This design comes from an exercise in tuning for small area, a short achievable clock period and few clock cycles per item on the open sky130 flow, not from production work.
RTL that was checked went through simulation tests only; none was proved equivalent to the original.
Power and IR drop assume default switching activity.

Design conv1d_top, start of the top module:
module conv1d_top (
  input  logic        clk,
  input  logic        rst_n,
  input  logic        psel_i,
  input  logic        penable_i,
  input  logic        pwrite_i,
  input  logic [7:0]  paddr_i,
  input  logic [31:0] pwdata_i,
  output logic [31:0] prdata_o,
  output logic        pready_o,
  output logic        pslverr_o,
  output logic        mem_req_o,
  output logic        mem_we_o,
  output logic [6:0]  mem_addr_o,
  output logic [31:0] mem_wdata_o,
  input  logic [31:0] mem_rdata_i,
  output logic        done_o
);
Size: ~970 cells after synthesis, about 180 flip-flops, about 150 I/O pins.
Settings: LEC_CHECK=0, CAP_MARGIN=20, CORE_MARGIN=2, CORE_UTILIZATION=40, CTS_BUF_LIST=sky130_fd_sc_hd__clkbuf_8, CTS_CLUSTER_DIAMETER=40, CTS_CLUSTER_SIZE=16, SETUP_SLACK_MARGIN=4.5, SLEW_MARGIN=20, SYNTH_HIERARCHICAL=1, SYNTH_MINIMUM_KEEP_SIZE=0; clock period 8.0 ns.
standard.sh (not shown) runs the stock make flow with config.mk's settings and CLKGATE_MAP_FILE= SYNTH_SCRIPT=/design/flow/synth_recipe.tcl, a recipe that flattens the netlist after the stock synthesis.
==> flow/flow/run.sh <==
#!/bin/bash
# Standard layout, with the smallest plain buffer on the ports.
set -euo pipefail
export BUFFER_PORTS_ARGS="-buffer_cell sky130_fd_sc_hd__buf_1"
bash standard.sh > standard.log 2>&1
The starting point passed the timing, design-rule and antenna checks.
Next try:
--- a/flow/config.mk
+++ b/flow/config.mk
@@ -9,7 +9,4 @@
 export CORE_MARGIN = 2
-export CORE_UTILIZATION = 40
-export CTS_BUF_LIST = sky130_fd_sc_hd__clkbuf_8
-export CTS_CLUSTER_DIAMETER = 40
-export CTS_CLUSTER_SIZE = 16
-export SETUP_SLACK_MARGIN = 4.5
+export CORE_UTILIZATION = 65
+export SETUP_SLACK_MARGIN = 4.8
 export SLEW_MARGIN = 20
The new run ran to the end with no violations.
Final area is higher by 3.8%.
Hold slack improves by 3.7 ps.
Via count went up by 4.7%.
Sequential power stays flat.
Sequential share of layout area falls by 1.2 points.
Critical path depth is higher by 1.
Global-route usage goes up by 12 points.
Next try:
--- a/flow/config.mk
+++ b/flow/config.mk
@@ -9,4 +9,4 @@
 export CORE_MARGIN = 2
-export CORE_UTILIZATION = 65
-export SETUP_SLACK_MARGIN = 4.8
+export CORE_UTILIZATION = 40
+export SETUP_SLACK_MARGIN = 4.5
 export SLEW_MARGIN = 20
What happened: The new run ran to the end with no violations; via count is lower by 4.2%; routed wire length went down by 4.6%; sequential cell count does not change; setup slack is worse by 16 ps; combinational power fell by about 3%; global-route usage drops by 12 points; worst hold slack loses 10 ps; count of clock-buffer cells in the layout goes down by 4.
Next try:
--- a/flow/config.mk
+++ b/flow/config.mk
@@ -10,2 +10,5 @@
 export CORE_UTILIZATION = 40
+export CTS_BUF_LIST = sky130_fd_sc_hd__clkbuf_8
+export CTS_CLUSTER_DIAMETER = 50
+export CTS_CLUSTER_SIZE = 20
 export SETUP_SLACK_MARGIN = 4.5
What happened: Die area is unchanged. Setup slack is better by 21 ps. Critical path depth stays the same. Worst hold slack is better by 6.3 ps. Utilization drops by 0.72 points. Power drops by 9.5%. Non-clock buffer count stays the same. First-iteration DRC count drops by 5.3%. Final cell count is unchanged.
Function was not checked in any run of this note: the RTL went through the layout flow alone.

* * *

conv1d_top, a different RTL version from the one above (not shown whole).
Size: about 190 flip-flops, roughly 150 I/O pins, about 0.012 mm2 of cells after synthesis.
==> flow/config.mk <==
export PLATFORM = sky130hd
export DESIGN_NAME = conv1d_top
export DESIGN_NICKNAME = conv1d_top
export VERILOG_FILES = /design/flow/design.v
export SDC_FILE = /design/flow/constraint.sdc
export NUM_CORES = 4
export LEC_CHECK = 0
export CAP_MARGIN = 20
export CORE_MARGIN = 2
export CORE_UTILIZATION = 75
export SETUP_SLACK_MARGIN = 4.85
export SLEW_MARGIN = 20
export SYNTH_HIERARCHICAL = 1
export SYNTH_MINIMUM_KEEP_SIZE = 0
==> flow/constraint.sdc <==
create_clock -name core_clock -period 8.0 [get_ports {clk}]
set_input_delay 1.6000 -clock core_clock [delete_from_list [all_inputs] [get_ports {clk}]]
set_output_delay 1.6000 -clock core_clock [all_outputs]
set_load 0.01 [all_outputs]
Scripts as last shown in full above: flow/flow/run.sh
Testbench counts at the start, summed over its fixed seeds: cycles 5,000, items 1,988.
Then changed:
Settings changed: CORE_UTILIZATION 75 to 55, SETUP_SLACK_MARGIN 4.85 to 4.9.
=>
- synthesized area stays the same
- worst hold slack barely changes
- setup slack gets worse by 0.050 ns
- cell count is higher by 5.3%
- fmax is lower by about 1.6%
- power is higher by about 1%
- non-clock buffer count is higher by 7

* * *

== job 909 ==
conv1d_top again, from the RTL that the note above started with.
clock: 8.0 ns
lec_check: 0
cap_margin: 20
core_margin: 2
core_utilization: 70
setup_slack_margin: 4.8
slew_margin: 20
synth_hierarchical: 1
synth_minimum_keep_size: 0
Scripts as last shown in full above: flow/flow/run.sh
Job 909 went all the way through synthesis, placement and routing and the layout is clean on timing, DRC and antenna.
Testbench counts of job 909, summed over its fixed seeds: cycles 5,000, items 1,988.
Input-level comparison between job 6590 and job 909:
Settings: putting CTS_CLUSTER_SIZE at 40 where nothing was set; putting CTS_CLUSTER_DIAMETER at 100 where nothing was set; swapping 4.8 for 4.85 in SETUP_SLACK_MARGIN.
[summary]
- Looking at critical path class, the reg2out result is from job 6590; the reg2reg one comes from job 909.
- When job 6590 is measured against job 909, its power in the clock group turns out 3.4% lower.
- Summary of job 6590 over job 909: final routed wirelength across all metal layers comparable, sequential share of layout area now sits at about the same level.
- Arrival time at the worst endpoint down 1.97 ns in job 6590 wrt job 909
- Job 909 vs job 6590, endpoint of the worst setup timing path: r_n_q[43] vs prdata_o[1]
- Via count normalized by instance count | job 6590 below job 909
What job 7228 does differently from job 6590 at the input level:
Settings: SETUP_SLACK_MARGIN changed from 4.85 to 4.65; CORE_UTILIZATION changed from 70 to 40; CTS_CLUSTER_SIZE removed (was 40); CTS_CLUSTER_DIAMETER removed (was 100).
- Looking at chip height, job 7228 sits above job 6590.
- Count of TritonRoute iterations in the first routing pass ends up lower on job 7228.
- Reg2reg setup slack for job 7228 is lower than for job 6590.
- Number of placed cells counting well taps for job 7228 is higher than for job 6590.
- Job 7228 — tightest slew margin relative to the limit 1.3 points lower, job 6590 as reference
- Job 6590 has a lower post-route cell area than job 7228.
- Delta(die area, job 7228 - job 6590) > 0
Input-level comparison between job 6204 and job 7228:
Settings: a change of CORE_UTILIZATION from 40 to 65; a change of SETUP_SLACK_MARGIN from 4.65 to 4.9.
==> results.txt <==
Going from job 7228 to job 6204, highest net fanout along the worst path picked up an extra 18, placed wire-length estimate after detailed placement lost 830 um. Job 6204 gives less area of the core than job 7228 did. Comparing layout overhead on the synthesized area for job 6204 and job 7228, the bigger number came from job 6204. Re global placer's final weighted congestion: job 7228 was higher than job 6204. [compare] base=job 7228 new=job 6204: global-route wire length before repair dropped about 0.6%; final setup skew dropped 0.0095 ns.

* * *

conv1d_top, a different RTL version from the one above (not shown whole).
Size: about 1100 cells after synthesis, about 150 I/O pins, ~12000 µm² of cells after synthesis.
Design conv1d_top, start of the top module:
module conv1d_top (
  input  logic        clk,
  input  logic        rst_n,
  input  logic        psel_i,
  input  logic        penable_i,
  input  logic        pwrite_i,
  input  logic [7:0]  paddr_i,
  input  logic [31:0] pwdata_i,
  output logic [31:0] prdata_o,
  output logic        pready_o,
  output logic        pslverr_o,
  output logic        mem_req_o,
  output logic        mem_we_o,
  output logic [6:0]  mem_addr_o,
  output logic [31:0] mem_wdata_o,
  input  logic [31:0] mem_rdata_i,
  output logic        done_o
);
export LEC_CHECK = 0
export CAP_MARGIN = 20
export CORE_MARGIN = 2
export CORE_UTILIZATION = 40
export SETUP_SLACK_MARGIN = 5
export SLEW_MARGIN = 20
export SYNTH_HIERARCHICAL = 1
export SYNTH_MINIMUM_KEEP_SIZE = 0
create_clock -name core_clock -period 8.0 [get_ports {clk}]
run.sh (not shown) runs the stock make flow with config.mk's settings and CLKGATE_MAP_FILE= SYNTH_SCRIPT=/design/flow/synth_recipe.tcl, a recipe that flattens the netlist after the stock synthesis.
Stock flow here: none of the scripts above is used.
Edit:
- CORE_UTILIZATION: 40 -> 65
- SETUP_SLACK_MARGIN: 5 -> 4.5
Via count rose by 0.89%.
Final cell count came out lower by 13%.
First-iteration DRC count goes up by 6.0%.
Critical path depth is unchanged.
Hold slack degrades by 0.0041 ns.
Non-clock buffer count went down by 35.
Wire length fell by about 6.5%.
Design area fell by about 5%.
Global-route usage went up by 9.3 points.
Edit:
- CORE_UTILIZATION: 65 -> 40
The changed run went through all stages and came out clean.
Total power drops by 2.4%.
Clock-buffer cell count climbs by 3.
Utilization drops by 29 points.
Routed wire length drops by 0.87%.
Final cell count climbs by 12%.
Function was not checked in any run of this note: the RTL went through the layout flow alone.

* * *

conv1d_top with an RTL version that a note above also has.
Size in the first run: ~1,000 cells after synthesis, about 150 I/O pins.
## conv1d_top
module conv1d_top (
  input  logic        clk,
  input  logic        rst_n,
  input  logic        psel_i,
  input  logic        penable_i,
  input  logic        pwrite_i,
  input  logic [7:0]  paddr_i,
  input  logic [31:0] pwdata_i,
  output logic [31:0] prdata_o,
  output logic        pready_o,
  output logic        pslverr_o,
  output logic        mem_req_o,
  output logic        mem_we_o,
  output logic [6:0]  mem_addr_o,
  output logic [31:0] mem_wdata_o,
  input  logic [31:0] mem_rdata_i,
  output logic        done_o
);
Settings: LEC_CHECK=0, CAP_MARGIN=20, CORE_MARGIN=2, CORE_UTILIZATION=70, CTS_CLUSTER_DIAMETER=150, CTS_CLUSTER_SIZE=60, SETUP_SLACK_MARGIN=4.85, SLEW_MARGIN=20, SYNTH_HIERARCHICAL=1, SYNTH_MINIMUM_KEEP_SIZE=0; clock period 8.0 ns.
standard.sh (not shown) runs the stock make flow with config.mk's settings and CLKGATE_MAP_FILE= SYNTH_SCRIPT=/design/flow/synth_recipe.tcl, a recipe that flattens the netlist after the stock synthesis.
Scripts as last shown in full above: flow/flow/run.sh
Testbench counts at the start, summed over its fixed seeds: cycles 5,000, items 1,988.
Change:
- CORE_UTILIZATION: 70 -> 55
- CTS_CLUSTER_DIAMETER: 150 -> unset
- CTS_CLUSTER_SIZE: 60 -> unset
- SETUP_SLACK_MARGIN: 4.85 -> 4.8
Outcome: The new run ran to the end with no violations. Cell area rose by 0.66%. Combinational power fell by about 1%. Flip-flop and latch count does not change. Total power fell by 0.51%. Clock-buffer cell count rose by 3. Via count fell by 1.9%.
Change:
- CORE_UTILIZATION: 55 -> 75
- The changed run finished clean
- hold slack gains 0.0054 ns
- power is higher by 1.1%
- flip-flop and latch count is unchanged
- wire length hardly moves
- clock power is higher by about 2%
- design area is lower by 1.1%
- setup slack loses 0.046 ns
- core utilization is higher by 22 points
- first-iteration DRC count is higher by 40%
- cell count is lower by 4.9%
- combinational power is higher by about 2%
Change:
- CORE_UTILIZATION: 75 -> 40
- SETUP_SLACK_MARGIN: 4.8 -> 4.5
Non-clock buffer count shrinks by 3.
Wire length grows by 1.1%.
Power came out higher by 2.4%.
Global-route usage shrinks by 15 points.

static timing again, ports no longer ideal:
No port has a modelled driver above. Below, the same layouts with a new extraction and two added sets of constraints. Step 1 sets driving cells, clkbuf_16 on the clock port and buf_2 on the other inputs (assumed; they add their load-dependent delay and slew). Step 2, shift: input delay + t, output delay - t, t = (earliest + latest rising clock arrival at the registers) / 2. This alone moves slack from input paths to output paths. Slacks: no drivers / after step 1 / after step 2; pairs: no drivers / after step 1.
| run | t (ns) | setup slack, ns | worst setup path after step 2 | worst data-port slew with drivers (ns) |
|---|---|---|---|---|
| the first run of note 1 | 0.512 | 4.449 / 4.449 / 4.449 | register to register | 0.03 |
| the second run of note 1 | 0.464 | 4.444 / 4.444 / 4.444 | register to register | 0.04 |
| the third run of note 1 | 0.479 | 4.429 / 4.429 / 4.429 | register to register | 0.03 |
| the fourth run of note 1 | 0.512 | 4.449 / 4.449 / 4.449 | register to register | 0.03 |
| the first run of note 2 | 0.473 | 4.878 / 4.874 / 4.878 | register to register | 0.05 |
| the second run of note 2 | 0.478 | 4.828 / 4.828 / 4.828 | register to register | 0.04 |
| job 909 | 0.480 | 4.833 / 4.833 / 4.833 | register to register | 0.04 |
| job 6590 | 0.482 | 4.892 / 4.845 / 4.906 | register to register | 0.04 |
| job 7228 | 0.487 | 4.717 / 4.717 / 4.717 | register to register | 0.06 |
| job 6204 | 0.468 | 4.896 / 4.896 / 4.896 | register to register | 0.05 |
| the first run of note 4 | 0.485 | 4.467 / 4.467 / 4.467 | register to register | 0.06 |
| the second run of note 4 | 0.477 | 4.455 / 4.455 / 4.172 | input to register | 0.06 |
| the third run of note 4 | 0.483 | 4.510 / 4.510 / 4.249 | input to register | 0.06 |
| the first run of note 5 | 0.482 | 4.892 / 4.845 / 4.906 | register to register | 0.04 |
| the second run of note 5 | 0.473 | 4.866 / 4.858 / 4.866 | register to register | 0.05 |
| the third run of note 5 | 0.472 | 4.821 / 4.779 / 4.865 | register to register | 0.04 |
| the fourth run of note 5 | 0.488 | 4.670 / 4.670 / 4.670 | register to register | 0.05 |
After both steps setup and hold are still met in every run listed. For the second run of note 4, which loses most, drivers alone change the setup slack by 0.000 ns; drivers and shift together by -0.283 ns.
